Background: an optimization exercise with open tools, aiming at small area and a short achievable clock period. Do not read the settings as production practice. At most, simulation tests tie the RTL to the original design; equivalence was not proved. No activity file was given, so power comes from the tool's default toggle rates.

==> run F: inputs <==
==> flow/design.v <==
module sram_aoi222 (
    input  logic a1, a2, b1, b2, c1, c2,
    output logic y
);
    assign y = !((a1 && a2) || (b1 && b2) || (c1 && c2));
endmodule
module sram_aoi22 (
    input  logic a1, a2, b1, b2,
    output logic y
);
    assign y = !((a1 && a2) || (b1 && b2));
endmodule
module sram_andn #(
    parameter int N = 11
) (
    input  logic [N-1:0] t,
    output logic         y_n
);
    assign y_n = &t;
endmodule
module sram_o21a (
    input  logic a1, a2, b1,
    output logic y
);
    assign y = (a1 || a2) && b1;
endmodule
module sram_lane (
    input  logic word_n,
    input  logic byte_n,
    output logic en
);
    assign en = !(word_n || byte_n);
endmodule
module sram_rdbit #(
    parameter int N = 32
) (
    input  logic [N-1:0] sel,
    input  logic [N-1:0] d,
    input  logic         ld_n,
    input  logic         hold_n,
    output logic         y_n
);
    localparam int NG = (N + 1) / 3;
    logic [N:0]    s_all;
    logic [N:0]    d_all;
    logic [NG-1:0] t;
    assign s_all = {ld_n, sel};
    assign d_all = {!hold_n, d};
    if (3*NG != N + 1) begin : g_bad
        $error("sram_rdbit: N + 1 must be a multiple of 3");
    end
    for (genvar g = 0; g < NG; g++) begin : g_aoi
        sram_aoi222 u_aoi (
            .a1(s_all[3*g]),   .a2(d_all[3*g]),
            .b1(s_all[3*g+1]), .b2(d_all[3*g+1]),
            .c1(s_all[3*g+2]), .c2(d_all[3*g+2]),
            .y(t[g])
        );
    end
    sram_andn #(.N(NG)) u_or (.t(t), .y_n(y_n));
endmodule
module sram_bank #(
    parameter int ADDR_WIDTH = 5,
    parameter int DATA_WIDTH = 64
) (
    input  logic                    clk,
    input  logic                    rst_n,
    input  logic                    req_valid,
    output logic                    req_ready,
    input  logic                    req_we,
    input  logic [ADDR_WIDTH-1:0]   req_addr,
    input  logic [DATA_WIDTH-1:0]   req_wdata,
    input  logic [DATA_WIDTH/8-1:0] req_be,
    output logic                    rsp_valid,
    input  logic                    rsp_ready,
    output logic [DATA_WIDTH-1:0]   rsp_rdata,
    output logic                    init_busy
);
    localparam int DEPTH = 2 ** ADDR_WIDTH;
    localparam int NB    = DATA_WIDTH / 8;
    localparam int LO    = ADDR_WIDTH / 2;          
    localparam int HI    = ADDR_WIDTH - LO;
    logic [DATA_WIDTH-1:0] mem_q [DEPTH];
    logic                  done_q;
    logic                  done_o_q;
    logic                  done_r_q;
    logic [ADDR_WIDTH-1:0] init_cnt;
    logic                  last_cnt;
    assign last_cnt = &init_cnt;
    always_ff @(posedge clk or negedge rst_n) begin
        if (!rst_n) begin
            done_q   <= 1'b0;
            done_o_q <= 1'b0;
            done_r_q <= 1'b0;
            init_cnt <= '0;
        end else begin
            done_q   <= done_q   || last_cnt;
            done_o_q <= done_o_q || last_cnt;
            done_r_q <= done_r_q || last_cnt;
            if (!done_q) init_cnt <= init_cnt + 1'b1;
        end
    end
    logic rv_q;
    logic rv_r_q;
    assign init_busy = rst_n && !done_o_q;
    logic rv_r_n;
    assign rv_r_n = !rv_r_q;
    sram_o21a u_ready (.a1(rv_r_n), .a2(rsp_ready), .b1(done_r_q), .y(req_ready));
    logic rsp_ld;        
    logic acc;           
    assign rsp_ld = !rv_q || rsp_ready;
    assign acc    = req_valid && rsp_ld;
    logic [ADDR_WIDTH-1:0] w_addr;
    logic [NB-1:0]         w_byte_n;
    logic [DATA_WIDTH-1:0] w_data;
    logic [2**LO-1:0]      w_lo;
    logic [2**HI-1:0]      w_hi;
    logic [DEPTH-1:0]      w_word_n;
    assign w_addr   = done_q ? req_addr : init_cnt;
    assign w_byte_n = done_q ? ~(req_be & {NB{acc && req_we}}) : '0;
    assign w_data   = done_q ? req_wdata : '0;
    always_comb begin
        for (int j = 0; j < 2**LO; j++) w_lo[j] = (w_addr[LO-1:0] == LO'(j));
        for (int k = 0; k < 2**HI; k++) w_hi[k] = (w_addr[ADDR_WIDTH-1:LO] == HI'(k));
        for (int w = 0; w < DEPTH; w++) w_word_n[w] = !(w_lo[w % 2**LO] && w_hi[w / 2**LO]);
    end
    for (genvar w = 0; w < DEPTH; w++) begin : g_word
        for (genvar b = 0; b < NB; b++) begin : g_byte
            logic lane_en;
            sram_lane u_lane (.word_n(w_word_n[w]), .byte_n(w_byte_n[b]), .en(lane_en));
            always_ff @(posedge clk) begin
                if (lane_en) begin
                    mem_q[w][8*b +: 8] <= w_data[8*b +: 8];
                end
            end
        end
    end
    logic                  rd_accept;
    logic [2**LO-1:0]      r_lo;
    logic [2**HI-1:0]      r_hi;
    logic [DEPTH-1:0]      rsel;
    logic                  rsp_ld_n;
    logic [DATA_WIDTH-1:0] rword_n;
    logic [DATA_WIDTH-1:0] rdata_n_q;
    assign rd_accept = done_q && acc && !req_we;
    always_comb begin
        for (int j = 0; j < 2**LO; j++) r_lo[j] = (req_addr[LO-1:0] == LO'(j));
        for (int k = 0; k < 2**HI; k++) r_hi[k] = rsp_ld && (req_addr[ADDR_WIDTH-1:LO] == HI'(k));
        for (int w = 0; w < DEPTH; w++) rsel[w] = r_lo[w % 2**LO] && r_hi[w / 2**LO];
    end
    assign rsp_ld_n = !rsp_ld;
    for (genvar i = 0; i < DATA_WIDTH; i++) begin : g_rd
        logic [DEPTH-1:0] col;
        for (genvar w = 0; w < DEPTH; w++) begin : g_col
            assign col[w] = mem_q[w][i];
        end
        sram_rdbit #(.N(DEPTH)) u_rd (
            .sel(rsel), .d(col), .ld_n(rsp_ld_n), .hold_n(rdata_n_q[i]), .y_n(rword_n[i])
        );
    end
    always_ff @(posedge clk or negedge rst_n) begin
        if (!rst_n) begin
            rsp_valid <= 1'b0;
            rv_q      <= 1'b0;
            rv_r_q    <= 1'b0;
        end else begin
            if (!rsp_valid || rsp_ready) rsp_valid <= rd_accept;
            if (!rv_q      || rsp_ready) rv_q      <= rd_accept;
            if (!rv_r_q    || rsp_ready) rv_r_q    <= rd_accept;
        end
    end
    always_ff @(posedge clk) begin
        rdata_n_q <= rword_n;
    end
    assign rsp_rdata = ~rdata_n_q;
endmodule
==> flow/flow/run.sh <==
#!/bin/bash
# Standard ORFS layout (the standard.sh) with three changes:
#  - port buffers are sky130_fd_sc_hd__buf_2 cells,
#  - the resizer may swap a cell for one of another footprint,
#  - CTS clusters up to 25 sinks within 80 um and inserts no dummy loads.
# make's full output goes to flow_make.log here; ORFS's per-step logs stay
# under orfs/logs/.
set -euo pipefail
bash standard.sh \
  MATCH_CELL_FOOTPRINT=0 \
  "BUFFER_PORTS_ARGS=-buffer_cell sky130_fd_sc_hd__buf_2" \
  "CTS_ARGS=-sink_clustering_enable -repair_clock_nets -dont_use_dummy_load -sink_clustering_size 25 -sink_clustering_max_diameter 80" \
  finish > flow_make.log 2>&1
==> flow/standard.sh <==
#!/bin/bash
# synth_recipe.tcl (not shown) runs the flow's synth.tcl, then flattens the netlist and writes it again
# the make line also repeats each setting of config.mk as NAME=value (left out here)
make -C /OpenROAD-flow-scripts/flow DESIGN_CONFIG=/design/flow/config.mk WORK_HOME=/design/flow/orfs CLKGATE_MAP_FILE= SYNTH_SCRIPT=/design/flow/synth_recipe.tcl "${@:-finish}"
==> flow/config.mk <==
export PLATFORM = sky130hd
export DESIGN_NAME = sram_bank
export DESIGN_NICKNAME = sram_bank
export VERILOG_FILES = /design/flow/design.v
export SDC_FILE = /design/flow/constraint.sdc
export NUM_CORES = 4
export LEC_CHECK = 0
export CAP_MARGIN = 20
export CORE_MARGIN = 2
export CORE_UTILIZATION = 70
export SETUP_SLACK_MARGIN = 2.6
export SLEW_MARGIN = 20
export SYNTH_HIERARCHICAL = 1
export SYNTH_MINIMUM_KEEP_SIZE = 0
==> flow/constraint.sdc <==
create_clock -name core_clock -period 5.0 [get_ports {clk}]
set_input_delay 1.0000 -clock core_clock [delete_from_list [all_inputs] [get_ports {clk}]]
set_output_delay 1.0000 -clock core_clock [all_outputs]
set_load 0.01 [all_outputs]
==> run Y (differences from run F) <==
--- a/flow/design.v
+++ b/flow/design.v
@@ -18,11 +18,25 @@
 );
     assign y_n = &t;
 endmodule
-module sram_o21a (
-    input  logic a1, a2, b1,
-    output logic y
+module sram_rdec #(
+    parameter int AW = 5
+) (
+    input  logic             rv,
+    input  logic             rdy,
+    input  logic [AW-1:0]    addr,
+    output logic [2**AW-1:0] rsel
 );
-    assign y = (a1 || a2) && b1;
+    localparam int LO = AW / 2;
+    localparam int HI = AW - LO;
+    logic             ld;
+    logic [2**LO-1:0] r_lo;
+    logic [2**HI-1:0] r_hi;
+    assign ld = !rv || rdy;
+    always_comb begin
+        for (int j = 0; j < 2**LO; j++) r_lo[j] = (addr[LO-1:0] == LO'(j));
+        for (int k = 0; k < 2**HI; k++) r_hi[k] = ld && (addr[AW-1:LO] == HI'(k));
+        for (int w = 0; w < 2**AW; w++) rsel[w] = r_lo[w % 2**LO] && r_hi[w / 2**LO];
+    end
 endmodule
 module sram_lane (
     input  logic word_n,
@@ -103,9 +117,7 @@
     logic rv_q;
     logic rv_r_q;
     assign init_busy = rst_n && !done_o_q;
-    logic rv_r_n;
-    assign rv_r_n = !rv_r_q;
-    sram_o21a u_ready (.a1(rv_r_n), .a2(rsp_ready), .b1(done_r_q), .y(req_ready));
+    assign req_ready = done_r_q && (!rv_r_q || rsp_ready);
     logic rsp_ld;        
     logic acc;           
     assign rsp_ld = !rv_q || rsp_ready;
@@ -135,27 +147,28 @@
             end
         end
     end
+    localparam int NH = 2;                   
+    localparam int BH = DATA_WIDTH / NH;     
     logic                  rd_accept;
-    logic [2**LO-1:0]      r_lo;
-    logic [2**HI-1:0]      r_hi;
-    logic [DEPTH-1:0]      rsel;
+    logic [DEPTH-1:0]      rsel [NH];
     logic                  rsp_ld_n;
     logic [DATA_WIDTH-1:0] rword_n;
     logic [DATA_WIDTH-1:0] rdata_n_q;
     assign rd_accept = done_q && acc && !req_we;
-    always_comb begin
-        for (int j = 0; j < 2**LO; j++) r_lo[j] = (req_addr[LO-1:0] == LO'(j));
-        for (int k = 0; k < 2**HI; k++) r_hi[k] = rsp_ld && (req_addr[ADDR_WIDTH-1:LO] == HI'(k));
-        for (int w = 0; w < DEPTH; w++) rsel[w] = r_lo[w % 2**LO] && r_hi[w / 2**LO];
+    assign rsp_ld_n  = !rsp_ld;
+    for (genvar h = 0; h < NH; h++) begin : g_rdec
+        sram_rdec #(.AW(ADDR_WIDTH)) u_rdec (
+            .rv(rv_q), .rdy(rsp_ready), .addr(req_addr), .rsel(rsel[h])
+        );
     end
-    assign rsp_ld_n = !rsp_ld;
     for (genvar i = 0; i < DATA_WIDTH; i++) begin : g_rd
         logic [DEPTH-1:0] col;
         for (genvar w = 0; w < DEPTH; w++) begin : g_col
             assign col[w] = mem_q[w][i];
         end
         sram_rdbit #(.N(DEPTH)) u_rd (
-            .sel(rsel), .d(col), .ld_n(rsp_ld_n), .hold_n(rdata_n_q[i]), .y_n(rword_n[i])
+            .sel(rsel[i / BH]), .d(col), .ld_n(rsp_ld_n), .hold_n(rdata_n_q[i]),
+            .y_n(rword_n[i])
         );
     end
     always_ff @(posedge clk or negedge rst_n) begin
CORE_UTILIZATION = 60   (was 70)
==> run M (differences from run F) <==
--- a/flow/design.v
+++ b/flow/design.v
@@ -17,12 +17,6 @@
     output logic         y_n
 );
     assign y_n = &t;
-endmodule
-module sram_o21a (
-    input  logic a1, a2, b1,
-    output logic y
-);
-    assign y = (a1 || a2) && b1;
 endmodule
 module sram_lane (
     input  logic word_n,
@@ -103,9 +97,7 @@
     logic rv_q;
     logic rv_r_q;
     assign init_busy = rst_n && !done_o_q;
-    logic rv_r_n;
-    assign rv_r_n = !rv_r_q;
-    sram_o21a u_ready (.a1(rv_r_n), .a2(rsp_ready), .b1(done_r_q), .y(req_ready));
+    assign req_ready = done_r_q && (!rv_r_q || rsp_ready);
     logic rsp_ld;        
     logic acc;           
     assign rsp_ld = !rv_q || rsp_ready;
CORE_UTILIZATION = 60   (was 70)
PLACE_DENSITY = 0.72   (was not set)
==> qor summary <==
Top Metal Used: run F met5; run Y met5; run M met4
Summed instance area of the synthesized netlist: run F 75250 um2; run Y 75710 um2; run M 75230 um2
Clock buffer cells: run F 94; run Y 97; run M 96
FMAX: run F 356.3 MHz; run Y 381.7 MHz; run M 374.5 MHz
Synthesized area divided by synthesized cell count: run F 20.31 um2; run Y 20.21 um2; run M 20.31 um2
Sequential fraction of design power: run F 66.2%; run Y 65.9%; run M 66.2%
Minimum clock period after layout: run F 2.807 ns; run Y 2.620 ns; run M 2.670 ns
Gate Count Post-Synth: run F 3705; run Y 3746; run M 3705
Fraction of the cycle the final worst path needs: run F 56.14%; run Y 52.40%; run M 53.40%
Internal: run F 23.47 mW; run Y 23.64 mW; run M 23.54 mW
Fin Clk Skew: run F 0.03144 ns; run Y 0.04021 ns; run M 0.07517 ns
Outcome: run F finished clean; run Y finished clean; run M finished clean
Dpl ws: run F 0.7654 ns; run Y 0.8838 ns; run M 0.6966 ns
Only the layout flow was run in run F and run Y; the RTL was not checked for function there.

-- re-timing with driven ports --
Ports are ideal in the flow. The routed layouts listed here were re-timed in OpenROAD. Step 1, drivers: a clkbuf_16 drives clk and a buf_2 each remaining input, both assumed. Step 2 times the ports against the registers' clock, not the clock port: input delays grow and output delays shrink by t, the midpoint of the rising clock arrivals with the driver on. a / b / c = no drivers / after step 1 / after step 2; a / b = the first two.
| run | shift t [ns] | setup slack, ns | latest minus earliest clock arrival (ns) |
|---|---|---|---|
| run F | 0.794 | 2.193 / 2.077 / 1.283 | 0.033 / 0.032 |
| run Y | 0.791 | 2.380 / 2.380 / 1.622 | 0.044 / 0.044 |
| run M | 0.770 | 2.330 / 2.221 / 1.451 | 0.079 / 0.079 |
After both steps every run listed still meets setup and hold. The setup slack of run F, which loses most, moves by -0.116 ns with the drivers and by -0.910 ns with both steps.
